This is an optimization exercise on Yosys and OpenROAD, whose aim is a short achievable clock period and few clock cycles per item, not a production implementation. Function was checked by simulation only, so behaviour that the tests miss may differ from the original.

==> flow/design.v <==
module riscv_crypto_sha256_msched (
  input  logic        clk,
  input  logic        rst,
  input  logic        in_valid,
  output logic        in_ready,
  input  logic [31:0] in_data,
  output logic        out_valid,
  input  logic        out_ready,
  output logic [31:0] out_data,
  output logic [5:0]  out_idx,
  output logic        out_last,
  output logic        busy
);
  localparam int DIN = 2;
  function automatic logic [31:0] sig0(input logic [31:0] x);
    sig0 = {x[6:0], x[31:7]} ^ {x[17:0], x[31:18]} ^ {3'b000, x[31:3]};
  endfunction
  function automatic logic [31:0] sig1(input logic [31:0] x);
    sig1 = {x[16:0], x[31:17]} ^ {x[18:0], x[31:19]} ^ {10'b0, x[31:10]};
  endfunction
  function automatic logic [31:0] ks_sum(input logic [31:0] g0, input logic [31:0] p0);
    logic [31:0] g, p, gn, pn;
    g = g0;
    p = p0;
    for (int l = 0; l < 5; l++) begin
      for (int i = 0; i < 32; i++) begin
        if (i >= (1 << l)) begin
          gn[i] = g[i] | (p[i] & g[i - (1 << l)]);
          pn[i] = p[i] & p[i - (1 << l)];
        end else begin
          gn[i] = g[i];
          pn[i] = p[i];
        end
      end
      g = gn;
      p = pn;
    end
    ks_sum = p0 ^ {g[30:0], 1'b0};
  endfunction
  function automatic logic [63:0] ks_pre2(input logic [31:0] g0, input logic [31:0] p0);
    logic [31:0] g, p, gn, pn;
    g = g0;
    p = p0;
    for (int l = 0; l < 2; l++) begin
      for (int i = 0; i < 32; i++) begin
        if (i >= (1 << l)) begin
          gn[i] = g[i] | (p[i] & g[i - (1 << l)]);
          pn[i] = p[i] & p[i - (1 << l)];
        end else begin
          gn[i] = g[i];
          pn[i] = p[i];
        end
      end
      g = gn;
      p = pn;
    end
    ks_pre2 = {p, g};
  endfunction
  function automatic logic [31:0] ks_fin3(input logic [31:0] pb, input logic [31:0] g2,
                                          input logic [31:0] p2);
    logic [31:0] g, p, gn, pn;
    g = g2;
    p = p2;
    for (int l = 2; l < 5; l++) begin
      for (int i = 0; i < 32; i++) begin
        if (i >= (1 << l)) begin
          gn[i] = g[i] | (p[i] & g[i - (1 << l)]);
          pn[i] = p[i] & p[i - (1 << l)];
        end else begin
          gn[i] = g[i];
          pn[i] = p[i];
        end
      end
      g = gn;
      p = pn;
    end
    ks_fin3 = pb ^ {g[30:0], 1'b0};
  endfunction
  function automatic logic [31:0] maj2(input logic [31:0] a, input logic [31:0] b,
                                       input logic [31:0] c);
    logic [31:0] m;
    m = (a & b) | (a & c) | (b & c);
    maj2 = {m[30:0], 1'b0};
  endfunction
  logic [31:0] fifo_q [DIN];
  logic        f_wp_q, f_rp_q;
  logic [2:0]  f_cnt_q, f_cnt_d;
  logic        f_ne_q;
  logic        f_le1_q, f_le2_q;  
  logic        in_ready_d;
  logic        in_nrdy_q;      
  logic        in_rdy_q;       
  logic [3:0]  in_cnt_q;
  logic        in15_q;         
  logic        in_hs, pop;
  logic [31:0] head;
  localparam int NW = 14;
  logic [31:0] win_q [NW];
  logic [5:0]  n_q, n_d;       
  logic        nlt16_q;        
  logic        n15_q, n63_q;   
  logic        fne_d, nge16_d;
  logic [31:0] bp_q, bg_q, bgp_q;
  logic [63:0] a_pg;
  logic [31:0] x_q;            
  logic [31:0] xp_q, xg_q;     
  logic        adv_q, adv_d;   
  logic [31:0] s1w;
  logic [31:0] w_sum, x_sum, xs, xc;
  logic [4:0]  lag_q, lag_d, lag_t, lag_n;  
  logic        nz_q;           
  logic        lm1_q, lmax_q;  
  logic [NW-1:0] sel_q;        
  logic [31:0] rd_word, tk_word, w_in;
  logic        ov_port_q, ovn_q, ov_i;
  logic [31:0] out_data_q, od_h_q;
  logic [5:0]  out_idx_q, oi_h_q, m_q;
  logic        out_last_q, olh_q;
  logic        m63_q;          
  logic        take;
  logic [1:0]  pend_q, pend_d;
  logic        pend_eq1_q, pend_ge2_q;
  logic        busy_q, busy_d;
  logic        inc, dec;
  assign in_hs = in_valid & in_rdy_q;
  assign head  = fifo_q[f_rp_q];
  assign pop   = adv_q & nlt16_q;
  always_comb begin
    s1w = sig1(win_q[0]);
    xs = win_q[3] ^ sig0(win_q[11]) ^ win_q[12];
    xc = maj2(win_q[3], sig0(win_q[11]), win_q[12]);
  end
  assign w_sum = ks_fin3(bp_q, bg_q, bgp_q);
  assign a_pg  = ks_pre2(s1w & x_q, s1w ^ x_q);
  assign x_sum = ks_sum(xg_q, xp_q);
  assign ov_i = ~ovn_q;
  assign take    = (nz_q | adv_q) & (~ov_i | out_ready);
  assign w_in    = nlt16_q ? head : w_sum;
  assign tk_word = nz_q ? rd_word : w_in;
  always_comb begin
    rd_word = 32'd0;
    for (int i = 0; i < NW; i++) rd_word = rd_word | ({32{sel_q[i]}} & win_q[i]);
  end
  always_comb begin
    f_cnt_d = f_cnt_q + {2'b00, in_hs} - {2'b00, pop};
    n_d     = n_q + {5'd0, adv_q};
    lag_t   = adv_q ? lag_q : lag_q - 5'd1;
    lag_n   = adv_q ? lag_q + 5'd1 : lag_q;
    lag_d   = take ? lag_t : lag_n;
    fne_d   = in_hs | ~f_le1_q | (f_ne_q & ~pop);
    nge16_d = adv_q ? (n15_q | (~nlt16_q & ~n63_q)) : ~nlt16_q;
    adv_d   = (nge16_d | fne_d) &
              ~(take ? 1'b0 : ((lm1_q & adv_q) | lmax_q));
    inc     = in_hs & in15_q;
    dec     = ov_i & out_ready & olh_q;
    pend_d  = pend_q + {1'b0, inc} - {1'b0, dec};
    busy_d  = inc | pend_ge2_q | (pend_eq1_q & ~dec);
    case ({pop, in_hs})
      2'b10:   in_ready_d = f_le2_q;
      2'b01:   in_ready_d = ~f_ne_q;
      default: in_ready_d = f_le1_q;
    endcase
    in_ready_d = in_ready_d | ~busy_d;
  end
  always_ff @(posedge clk or posedge rst) begin
    if (rst) begin
      f_wp_q      <= 1'b0;
      f_rp_q      <= 1'b0;
      f_cnt_q     <= 3'd0;
      f_ne_q      <= 1'b0;
      f_le1_q     <= 1'b1;
      f_le2_q     <= 1'b1;
      in_nrdy_q   <= 1'b0;
      in_rdy_q    <= 1'b1;
      in_cnt_q    <= 4'd0;
      in15_q      <= 1'b0;
      n_q         <= 6'd0;
      nlt16_q     <= 1'b1;
      n15_q       <= 1'b0;
      n63_q       <= 1'b0;
      adv_q       <= 1'b0;
      lag_q       <= 5'd0;
      nz_q        <= 1'b0;
      lm1_q       <= 1'b0;
      lmax_q      <= 1'b0;
      sel_q       <= '0;
      ov_port_q   <= 1'b0;
      ovn_q       <= 1'b1;
      olh_q       <= 1'b0;
      od_h_q      <= 32'd0;
      oi_h_q      <= 6'd0;
      m_q         <= 6'd0;
      m63_q       <= 1'b0;
      pend_q      <= 2'd0;
      pend_eq1_q  <= 1'b0;
      pend_ge2_q  <= 1'b0;
      busy_q      <= 1'b0;
    end else begin
      if (in_hs) f_wp_q <= ~f_wp_q;
      if (pop)   f_rp_q <= ~f_rp_q;
      f_cnt_q    <= f_cnt_d;
      f_ne_q     <= fne_d;
      f_le1_q    <= (f_cnt_d <= 3'd1);
      f_le2_q    <= (f_cnt_d <= 3'd2);
      in_nrdy_q  <= ~in_ready_d;
      in_rdy_q   <= in_ready_d;
      if (in_hs) begin
        in_cnt_q <= in_cnt_q + 4'd1;
        in15_q   <= (in_cnt_q == 4'd14);
      end
      n_q        <= n_d;
      nlt16_q    <= (n_d[5:4] == 2'b00);
      n15_q      <= (n_d == 6'd15);
      n63_q      <= (n_d == 6'd63);
      adv_q      <= adv_d;
      lag_q      <= lag_d;
      nz_q       <= take ? (lag_t != 5'd0) : (lag_n != 5'd0);
      lm1_q      <= take ? (lag_t == 5'(NW - 1)) : (lag_n == 5'(NW - 1));
      lmax_q     <= take ? 1'b0 : (lag_n == 5'(NW));
      if (take) begin
        if (~adv_q) sel_q <= {1'b0, sel_q[NW-1:1]};
      end else begin
        if (adv_q)  sel_q <= {sel_q[NW-2:0], ~nz_q};
      end
      ov_port_q  <= take | (ov_i & ~out_ready);
      ovn_q      <= ~(take | (ov_i & ~out_ready));
      if (take) begin
        olh_q    <= m63_q;
        od_h_q   <= tk_word;
        oi_h_q   <= m_q;
        m_q      <= m_q + 6'd1;
        m63_q    <= (m_q == 6'd62);
      end
      pend_q     <= pend_d;
      pend_eq1_q <= (pend_d == 2'd1);
      pend_ge2_q <= pend_d[1];
      busy_q     <= busy_d;
    end
  end
  always_ff @(posedge clk) begin
    if (in_hs) fifo_q[f_wp_q] <= in_data;
    out_data_q <= take ? tk_word : od_h_q;
    out_idx_q  <= take ? m_q     : oi_h_q;
    out_last_q <= take ? m63_q   : olh_q;
    if (adv_q) begin
      bp_q  <= s1w ^ x_q;
      bg_q  <= a_pg[31:0];
      bgp_q <= a_pg[63:32];
      win_q[0] <= w_in;
      for (int i = 1; i < NW; i++) win_q[i] <= win_q[i-1];
      x_q  <= x_sum;
      xp_q <= xs ^ xc;
      xg_q <= xs & xc;
    end
  end
  assign in_ready  = ~in_nrdy_q;
  assign out_valid = ov_port_q;
  assign out_data  = out_data_q;
  assign out_idx   = out_idx_q;
  assign out_last  = out_last_q;
  assign busy      = busy_q;
endmodule
==> flow/config.mk <==
export PLATFORM = sky130hd
export DESIGN_NAME = riscv_crypto_sha256_msched
export DESIGN_NICKNAME = riscv_crypto_sha256_msched
export VERILOG_FILES = /design/flow/design.v
export SDC_FILE = /design/flow/constraint.sdc
export NUM_CORES = 4
export LEC_CHECK = 0
export ABC_CLOCK_PERIOD_IN_PS = 2000
export CAP_MARGIN = 20
export CORE_MARGIN = 2
export CORE_UTILIZATION = 60
export PLACE_DENSITY = 0.8
export SETUP_SLACK_MARGIN = 5
export SLEW_MARGIN = 20
==> flow/constraint.sdc <==
create_clock -name core_clock -period 8.0 [get_ports {clk}]
set_input_delay 1.6000 -clock core_clock [delete_from_list [all_inputs] [get_ports {clk}]]
set_output_delay 1.6000 -clock core_clock [all_outputs]
set_load 0.01 [all_outputs]
standard.sh (not shown) runs the stock make flow with config.mk's settings and CLKGATE_MAP_FILE= SYNTH_SCRIPT=/design/flow/synth_recipe.tcl, a recipe that flattens the netlist after the stock synthesis.
==> flow/flow/run.sh <==
#!/bin/bash
# Standard synthesis and placement; then each output port's flop is moved next
# to its port buffer and placement re-legalized; then the rest of the standard
# ORFS layout. repair_timing aims at a larger setup margin.
set -euo pipefail
M=5.4
bash standard.sh synth > synth.log 2>&1
bash standard.sh SETUP_SLACK_MARGIN=$M place > place.log 2>&1
PLACE_ODB=$PWD/orfs/results/$FLOW_PLATFORM/riscv_crypto_sha256_msched/base/3_place.odb \
  openroad -no_init -exit flow/move_io_flops.tcl > move_io_flops.log 2>&1
bash standard.sh SETUP_SLACK_MARGIN=$M finish > layout.log 2>&1
==> flow/flow/move_io_flops.tcl <==
# Move each output port's driving flop (and any single-fanout cells between it
# and the port buffer) next to the port buffer, then legalize.
set odb $::env(PLACE_ODB)
read_db $odb
set block [ord::get_db_block]
set moved 0
foreach bt [$block getBTerms] {
  if {[$bt getIoType] ne "OUTPUT"} { continue }
  set net [$bt getNet]
  if {$net eq "NULL"} { continue }
  # the port buffer drives the port net
  set drv ""
  foreach it [$net getITerms] { if {[$it isOutputSignal]} { set drv $it } }
  if {$drv eq ""} { continue }
  set buf [$drv getInst]
  set bx [lindex [$buf getLocation] 0]; set by [lindex [$buf getLocation] 1]
  set cur $buf
  for {set hop 0} {$hop < 3} {incr hop} {
    # the single input net of cur
    set innet ""
    foreach it [$cur getITerms] {
      if {[$it isInputSignal]} {
        set m [[$it getMTerm] getName]
        if {$m eq "CLK" || $m eq "RESET_B" || $m eq "SET_B"} { continue }
        set n [$it getNet]
        if {$n ne "NULL"} { lappend innet $n }
      }
    }
    if {[llength $innet] != 1} { break }
    set n [lindex $innet 0]
    set d ""
    set nload 0
    foreach it [$n getITerms] { if {[$it isOutputSignal]} { set d $it } else { incr nload } }
    if {$d eq "" || $nload != 1} { break }
    set prev [$d getInst]
    $prev setLocation $bx $by
    $prev setPlacementStatus PLACED
    incr moved
    set master [[$prev getMaster] getName]
    if {[string match "*df*" $master]} { break }
    set cur $prev
  }
}
puts "moved $moved cells"
detailed_placement
check_placement -verbose
write_db $odb
The baseline completed with no timing, DRC or antenna violations.
Testbench counts at the start, summed over its fixed seeds: cycles 4,112, items 4,096.
Change:
CORE_UTILIZATION = 40   (was 60)
PLACE_DENSITY = unset   (was 0.8)
Effect: Final cell count grows by roughly a tenth. Sequential share of layout area went down by 1.3 points. Routed wire length grows by a little under a tenth.

what the ideal ports hide:
No port has a modelled driver above. Below, the same layouts with a new extraction and two added sets of constraints.
Step 1 assumes that a clkbuf_16 drives the clock port and a buf_2 every other input.
Step 2 times the ports against the registers' clock, not the clock port: input delays grow and output delays shrink by t, the midpoint of the rising clock arrivals with the driver on.
a / b / c = ideal / step 1 / step 2; a / b = the first two.
| run | t (ns) | slack for setup (ns) | latest minus earliest clock arrival (ns) |
|---|---|---|---|
| the first run | 0.680 | 5.254 / 5.189 / 4.844 | 0.025 / 0.025 |
| the second run | 0.704 | 5.238 / 5.175 / 4.807 | 0.050 / 0.050 |
After both steps every run listed still meets setup and hold. The setup slack of the second run, which loses most, moves by -0.063 ns with the drivers and by -0.431 ns with both steps.
